This design comes from an exercise in tuning for small area, a short achievable clock period and few clock cycles per item on the open sky130 flow, not from production work.
Only the layout flow was run in this run; the RTL was not checked for function there.
Power figures rest on the tool's default switching activity, not on a simulated workload.

### design/flow/run.sh
#!/bin/bash
# synth_recipe.tcl (not shown) runs the flow's synth.tcl, then flattens the netlist and writes it again
# the make line also repeats each setting of config.mk as NAME=value (left out here)
make -C /OpenROAD-flow-scripts/flow DESIGN_CONFIG=/design/flow/config.mk WORK_HOME=/design/flow/orfs CLKGATE_MAP_FILE= SYNTH_SCRIPT=/design/flow/synth_recipe.tcl finish
### design/flow/config.mk
export PLATFORM = sky130hd
export DESIGN_NAME = top_n_min_heap_tracker_top
export DESIGN_NICKNAME = top_n_min_heap_tracker_top
export VERILOG_FILES = /design/flow/design.v
export SDC_FILE = /design/flow/constraint.sdc
export NUM_CORES = 4
export LEC_CHECK = 0
export CAP_MARGIN = 20
export CORE_MARGIN = 2
export CORE_UTILIZATION = 40
export SETUP_SLACK_MARGIN = 0.5
export SLEW_MARGIN = 20
### design/flow/constraint.sdc
create_clock -name core_clock -period 11.0 [get_ports {clk}]
set_input_delay 2.2000 -clock core_clock [delete_from_list [all_inputs] [get_ports {clk}]]
set_output_delay 2.2000 -clock core_clock [all_outputs]
set_load 0.01 [all_outputs]
### design/flow/design.v
`timescale 1ns / 1ps
package tnmh_pkg;
  localparam int unsigned ValueW = 32;
  localparam int unsigned TimeW  = 64;
  localparam int unsigned EntryW = ValueW + TimeW;
  localparam int unsigned PosW   = 11;
  typedef logic signed [ValueW-1:0] value_t;
  typedef logic [TimeW-1:0]         time_t;
  typedef struct packed {
    value_t value;
    time_t  stamp;
  } entry_t;
  typedef struct packed {
    value_t sample_value;
    time_t  sample_time;
  } in_item_t;
  typedef struct packed {
    logic   accepted;
    value_t evicted_value;
    time_t  evicted_time;
    value_t min_value;
    time_t  min_time;
  } out_item_t;
  typedef enum logic [1:0] {
    ST_IDLE,
    ST_RUN,
    ST_OUT
  } state_t;
  localparam entry_t ENTRY_RESET = {1'b1, {(ValueW-1){1'b0}}, {TimeW{1'b0}}};
endpackage
`timescale 1ns / 1ps
module tnmh_cell #(
  parameter int unsigned LEVEL = 1,
  parameter int unsigned TOP_COUNT = 64
) (
  input  logic                      clk,
  input  logic                      rst_n,
  input  logic                      tok_in_valid,
  input  tnmh_pkg::entry_t          tok_in_entry,
  input  logic [tnmh_pkg::PosW-1:0] tok_in_pos,
  output logic                      tok_out_valid,
  output tnmh_pkg::entry_t          tok_out_entry,
  output logic [tnmh_pkg::PosW-1:0] tok_out_pos,
  output logic                      up_wr,
  output tnmh_pkg::entry_t          up_entry,
  input  logic                      dn_wr,
  input  tnmh_pkg::entry_t          dn_entry
);
  localparam int unsigned Base = 1 << LEVEL;
  localparam int unsigned Last = ((2*Base - 1) < TOP_COUNT) ? (2*Base - 1) : TOP_COUNT;
  localparam int unsigned N    = Last - Base + 1;
  localparam int unsigned IdxW = (N > 1) ? $clog2(N) : 1;
  logic [tnmh_pkg::EntryW-1:0] mem_r [N];
  logic [tnmh_pkg::PosW-1:0] lpos, rpos, pick_pos;
  logic [IdxW-1:0] il, ir, ip, iw;
  logic            has_l, has_r, leaf, do_swap;
  tnmh_pkg::entry_t          el, er, pick;
  always_comb begin
    lpos  = {tok_in_pos[tnmh_pkg::PosW-2:0], 1'b0};
    rpos  = lpos | tnmh_pkg::PosW'(1);
    has_l = lpos <= tnmh_pkg::PosW'(TOP_COUNT);
    has_r = rpos <= tnmh_pkg::PosW'(TOP_COUNT);
    il    = IdxW'(lpos - tnmh_pkg::PosW'(Base));
    ir    = IdxW'(rpos - tnmh_pkg::PosW'(Base));
    el    = has_l ? mem_r[il] : tnmh_pkg::ENTRY_RESET;
    er    = has_r ? mem_r[ir] : tnmh_pkg::ENTRY_RESET;
    if (!has_r) begin
      pick = el; pick_pos = lpos;
    end else if (el.value == er.value) begin
      if (el.stamp > er.stamp) begin
        pick = el; pick_pos = lpos;
      end else begin
        pick = er; pick_pos = rpos;
      end
    end else if (el.value < er.value) begin
      pick = el; pick_pos = lpos;
    end else begin
      pick = er; pick_pos = rpos;
    end
    leaf     = pick_pos > tnmh_pkg::PosW'(TOP_COUNT / 2);
    ip       = IdxW'(pick_pos - tnmh_pkg::PosW'(Base));
    iw       = IdxW'(tok_out_pos - tnmh_pkg::PosW'(Base));
    do_swap  = tok_in_valid && has_l && !(tok_in_entry.value < pick.value);
    up_wr    = tok_in_valid;
    up_entry = do_swap ? pick : tok_in_entry;
  end
  always_ff @(posedge clk) begin
    if (!rst_n) begin
      tok_out_valid <= 1'b0;
      for (int unsigned i = 0; i < N; i++) mem_r[i] <= tnmh_pkg::ENTRY_RESET;
    end else begin
      tok_out_valid <= do_swap && !leaf;
      if (do_swap && leaf) mem_r[ip] <= tok_in_entry;
      else if (dn_wr) mem_r[iw] <= dn_entry;
    end
    tok_out_entry <= tok_in_entry;
    tok_out_pos   <= pick_pos;
  end
endmodule
`timescale 1ns / 1ps
module top_n_min_heap_tracker_top #(
  parameter int unsigned TOP_COUNT = 32
) (
  input  logic        clk,
  input  logic        rst_n,
  input  logic        in_valid,
  output logic        in_ready,
  input  logic [31:0] in_sample_value,
  input  logic [63:0] in_sample_time,
  output logic        out_valid,
  input  logic        out_ready,
  output logic        out_accepted,
  output logic [31:0] out_evicted_value,
  output logic [63:0] out_evicted_time,
  output logic [31:0] out_min_value,
  output logic [63:0] out_min_time
);
  localparam int unsigned Levels = $clog2(TOP_COUNT + 1) - 1;
  tnmh_pkg::state_t st_r, st_nxt;
  tnmh_pkg::entry_t root_r;
  tnmh_pkg::entry_t sample_r;
  logic   tok_valid_r;
  logic   acc_r;
  tnmh_pkg::entry_t evict_r;
  logic            tv [Levels+1];
  logic [tnmh_pkg::EntryW-1:0] te [Levels+1];
  logic [tnmh_pkg::PosW-1:0] tp [Levels+1];
  logic            uw [1:Levels+1];
  logic [tnmh_pkg::EntryW-1:0] ue [1:Levels+1];
  tnmh_pkg::in_item_t it;
  logic     take;
  logic     acc;
  logic     busy;
  assign it   = {in_sample_value, in_sample_time};
  assign take = in_valid && in_ready;
  assign acc  = !(it.sample_value < root_r.value);
  assign tv[0] = tok_valid_r;
  assign te[0] = sample_r;
  assign tp[0] = tnmh_pkg::PosW'(1);
  assign uw[Levels+1] = 1'b0;
  assign ue[Levels+1] = tnmh_pkg::ENTRY_RESET;
  for (genvar g = 1; g <= Levels; g++) begin : g_cell
    tnmh_cell #(.LEVEL(g), .TOP_COUNT(TOP_COUNT)) u_cell (
      .clk, .rst_n,
      .tok_in_valid(tv[g-1]), .tok_in_entry(te[g-1]), .tok_in_pos(tp[g-1]),
      .tok_out_valid(tv[g]), .tok_out_entry(te[g]), .tok_out_pos(tp[g]),
      .up_wr(uw[g]), .up_entry(ue[g]),
      .dn_wr(uw[g+1]), .dn_entry(ue[g+1])
    );
  end
  always_comb begin
    busy = 1'b0;
    for (int unsigned i = 0; i <= Levels; i++) busy = busy | tv[i];
  end
  always_comb begin
    st_nxt = st_r;
    case (st_r)
      tnmh_pkg::ST_IDLE: if (in_valid) st_nxt = tnmh_pkg::ST_RUN;
      tnmh_pkg::ST_RUN:  if (!busy) st_nxt = tnmh_pkg::ST_OUT;
      tnmh_pkg::ST_OUT:  if (out_ready) st_nxt = tnmh_pkg::ST_IDLE;
      default: st_nxt = tnmh_pkg::ST_IDLE;
    endcase
  end
  always_comb begin
    in_ready          = (st_r == tnmh_pkg::ST_IDLE);
    out_valid         = (st_r == tnmh_pkg::ST_OUT);
    out_accepted      = acc_r;
    out_evicted_value = evict_r.value;
    out_evicted_time  = evict_r.stamp;
    out_min_value     = root_r.value;
    out_min_time      = root_r.stamp;
  end
  always_ff @(posedge clk) begin
    if (!rst_n) begin
      st_r        <= tnmh_pkg::ST_IDLE;
      root_r      <= tnmh_pkg::ENTRY_RESET;
      tok_valid_r <= 1'b0;
    end else begin
      st_r        <= st_nxt;
      tok_valid_r <= take && acc;
      if (uw[1]) root_r <= ue[1];
    end
    if (take) begin
      sample_r <= {it.sample_value, it.sample_time};
      acc_r    <= acc;
      evict_r  <= acc ? root_r : '0;
    end
  end
endmodule
==> impl_results.md <==
* Fin area at 196000 um^2
* Worst rel slew slack at 19.7%
* Worst setup path category: flip-flop to flip-flop
* Multi-input logic area at 61900 um^2
* DRC at 0
* R2R depth at 28
* CP max-delay cell: dfxtp_4
* Vias in the first global route at 111915
* Final TNS setup at 0 ps
* Die Area at 434000 um^2
* Post-DP HPWL at 326000 um
* Clock skew at 61.9 ps
* Row cnt at 240
* CTS clk-pin slew, worst paths at 60 ps
* DP Area at 183000 um^2
* Net Count, Synth at 13785
* H-tree depth at 5
* Reg-to-Reg Start: g_cell[3].u_cell.iw[1]
* Final #Nets at 13998
* Period utilization at 93.4%
* Mux cell area share after synthesis at 13.9%
* Crit-path max cell delay at 770 ps
* First-pass GRT wire length at 773000 um
* Post-DRT Antenna Nets at 0
* Initial antenna violation count at 8
* Max Cap Viol at 0
* Reg2reg setup slack at 730 ps
* Minimum hold slack at 343 ps
* Avg Cell Area, Syn at 13.1 um^2
* Slew Limit Fails at 0
* Max Clk Rate at 0.0974 GHz
* Detailed-route wire length per cell at 27.6 um
* Worst Setup SP: g_cell[3].u_cell.iw[1]
* Layout cells sized above 1 at 14.2%
* Vias at 112064
* Seq/Total Area, Yosys at 61.3%
* Number of hold violations in the final report at 0
* Total Power at 42.3 mW
* Pin count of the biggest net entering global routing at 194
* 1st-pass router iterations at 6
* Worst Tran Pin Value at 1210 ps
* CTS tree: yes
* Min-Delay Path Depth at 0
* Required time worst endpoint at 11680 ps
* Post-synthesis simple-gate area fraction at 12.1%
* Synth Flop Type: edfxtp_1
* I/O pin cnt at 295
* P&R area growth vs syn at 14.4%
* GP Congestion at 0.853
* Worst min-delay path class: flip-flop to flip-flop
* Critical Path AT at 10950 ps
* Number of enable flip-flop cells after synthesis at 3169
* Status: no timing/DRC/antenna violations
* GRT overflow at 0
* Commonest non-fill, non-tap cell in the layout: edfxtp_1
* Peak VDD IR at 0.193 mV
* Iteration-0 DRC Markers at 12552
* Die Ht at 659 um
* Cts bufs inserted at 387
* Yosys warns at 16
* Lkg Pwr at 69.4 nW
* Compound-gate portion of the synthesized area at 5.37%
* Worst setup endpoint: g_cell[4].u_cell.mem_r[11][81]
* Post-CTS Hold Fix Bufs at 0
* Synth Area in Adders at 4.16%
* Fin util at 45.9%
* Post-synth ARST share at 0%
* Die width at 659 um
* Largest family of logic cells by synthesized area: multiplexers
* Endpoint class of the critical path: flip-flop
* Worst setup SP type: flip-flop
* Pwr/cell area at 216 nW/um^2
* Post-Synthesis Cells at 13115
* Critical Path Most Common Cell: buf_12
* Post-Syn Area at 171000 um^2
* IO Port Bufs at 294
* Most frequent cells in the layout: edfxtp_1 (3169), nor2_1 (2750), mux2i_1 (835)
* Max clock buf depth at 4
* #FFs+latches synth at 3666
* Initial Utilization at 40.2%
* R2r endpoint: g_cell[4].u_cell.mem_r[11][81]
* GRT Total Usage at 23.9%
* Sink Count at 3666
* RSZ-0062 raised after global routing: no
* Vias per inst at 5.79
* Yosys cell types at 78
* Final min period at 10270 ps
* Final wirelength at 533000 um
* # fillers at 38013
* Root Buffer: clkbuf_16
* Post-synthesis xor/xnor area fraction at 0.0102%
* Final setup fails at 0
* Clock Latency Late Sink at 1000 ps
* Crit-path max FO at 85
* Sequential Area at 105000 um^2
* Core Area at 427000 um^2
[cell families (layout without fill, tap and decap cells)]
logic type      Yosys count  count (layout)
compound gates         1413            1414
xor+xnor                  2               2
fa+ha+maj               570             570
buf+inv                1295            1843
flops                  3666            3666
mux                    1638            1638
other cells               0               5
simple gates           4531            4531
[area by class of cell]
cell class | instances | share of cell area (%)
flip-flops and latches | 3666 | 53.6
multi-input cells | 8155 | 31.5
clock buffers | 560 | 5.72
repair buffers | 715 | 3.81
well taps | 5687 | 3.63
clock inverters | 165 | 0.926
inverters | 403 | 0.776
diodes | 5 | 0.00638
[synthesized netlist by cell type (75+ instances only)]
cell	number	share of area [%]
mux2_2	226	1.5
and2_1	292	1.1
o311ai_0	95	0.49
nor2b_1	252	0.92
nor2_1	2752	6.0
dfxtp_1	497	5.8
edfxtp_1	3169	55
mux2i_1	836	4.9
clkbuf_1	613	1.3
ha_1	570	4.2
nor3_1	401	1.2
and3_1	103	0.38
nand2_1	200	0.44
a211oi_1	270	1.2
buf_2	75	0.22
a21oi_1	477	1.4
buf_1	142	0.31
inv_1	401	0.88
a21o_1	137	0.60
mux4_2	576	7.6
o21ai_0	195	0.57
nand4_1	192	0.70
[what timing repair did]
| item | CTS | global route |
|---|---|---|
| setup buffers | 2 | 2 |
| endpoints found under the hold margin | 0 | 0 |
| gates resized for setup | 4 | 7 |
| cloned | 0 | 2 |
| setup endpoints to repair | 3283 | 1989 |
| pin swaps | 0 | 2 |
[layer usage]
| layer | routed length (um) | GRT usage, % | vias to the layer above | part of all wire, % |
|---|---|---|---|---|
| li1 | - | - | 49211 | - |
| met1 | 215000 | 32.5 | 56757 | 40 |
| met2 | 253000 | 39.2 | 5096 | 47 |
| met3 | 42000 | 3.07 | 996 | 7.9 |
| met4 | 23200 | 9.31 | 4 | 4.4 |
| met5 | 26 | 0 | - | 0.0049 |
[registers in the layout, summed over array words and instances, names as in the netlist]
| name | count |
|---|---|
| g_cell.u_cell.tok_out_pos | 4 |
| evict_r | 96 |
| sample_r | 96 |
| g_cell.u_cell.tok_out_entry | 384 |
| st_r | 2 |
| tok_valid_r | 1 |
| g_cell.u_cell.mem_r | 2976 |
| g_cell.u_cell.iw | 6 |
| g_cell.u_cell.tok_out_valid | 4 |
| acc_r | 1 |
| root_r | 96 |
[how the worst min path moves through the flow]
stage / from / end / slack, ps
after detailed placement: g_cell[2].u_cell.tok_out_entry[33] / g_cell[3].u_cell.tok_out_entry[33] / 340
final: g_cell[1].u_cell.tok_out_entry[28] / g_cell[2].u_cell.tok_out_entry[28] / 340
after CTS: g_cell[1].u_cell.tok_out_entry[28] / g_cell[2].u_cell.tok_out_entry[28] / 350
after floorplan: g_cell[3].u_cell.iw[0] / g_cell[4].u_cell.tok_out_pos[1] / 330
after global placement: g_cell[1].u_cell.tok_out_entry[61] / g_cell[2].u_cell.tok_out_entry[61] / 330
after global routing: g_cell[1].u_cell.tok_out_entry[36] / g_cell[2].u_cell.tok_out_entry[36] / 350
[critical path, delay by kind of cell (launching register included)]
kind,cells,cell delay (ps)
adder cells (fa/ha/maj),2,750
multiplexers,2,660
buffers and inverters,7,2110
AO/OA/AOI/OAI,7,2630
AND/OR/NAND/NOR,10,2870
flip-flops,1,770
[stage by stage]
step / setup slack, ps / std cells
CTS: 511 / 19345
global route: 497 / 19353
finish: 731 / 19356
floorplan: -1740 / 13115
detailed placement: -186 / 18618
global placement: -66.0 / 18618
[where the power goes]
part / switching, mW / total [mW] / leakage [nW] / internal, mW
Clock: 5.65 / 13.5 / 6.42 / 7.87
Sequential: 0.496 / 16.2 / 36.7 / 15.7
Combinational: 8.04 / 12.5 / 26.3 / 4.51
Total: 14.2 / 42.3 / 69.4 / 28.1

-- port drivers added, routing unchanged --
In the flow no input, the clock included, has a driving cell. The finished layout below was timed again as built, in two steps.
Step 1, drivers: a clkbuf_16 drives clk and a buf_2 each remaining input, both assumed.
Step 2 also shifts input and output timing later by t, the mid clock arrival at the registers, as if the neighbouring blocks saw the same clock.
Three values: no drivers, after step 1, after step 2; two values: the first two.
t (ns): 1.064
slack for setup (ns): 0.731 / 0.731 / 0.731
worst data-port slew with drivers (ns): 0.06
After both steps this run still meets setup and hold. For this run, drivers alone change the setup slack by 0.000 ns; drivers and shift together by 0.000 ns.
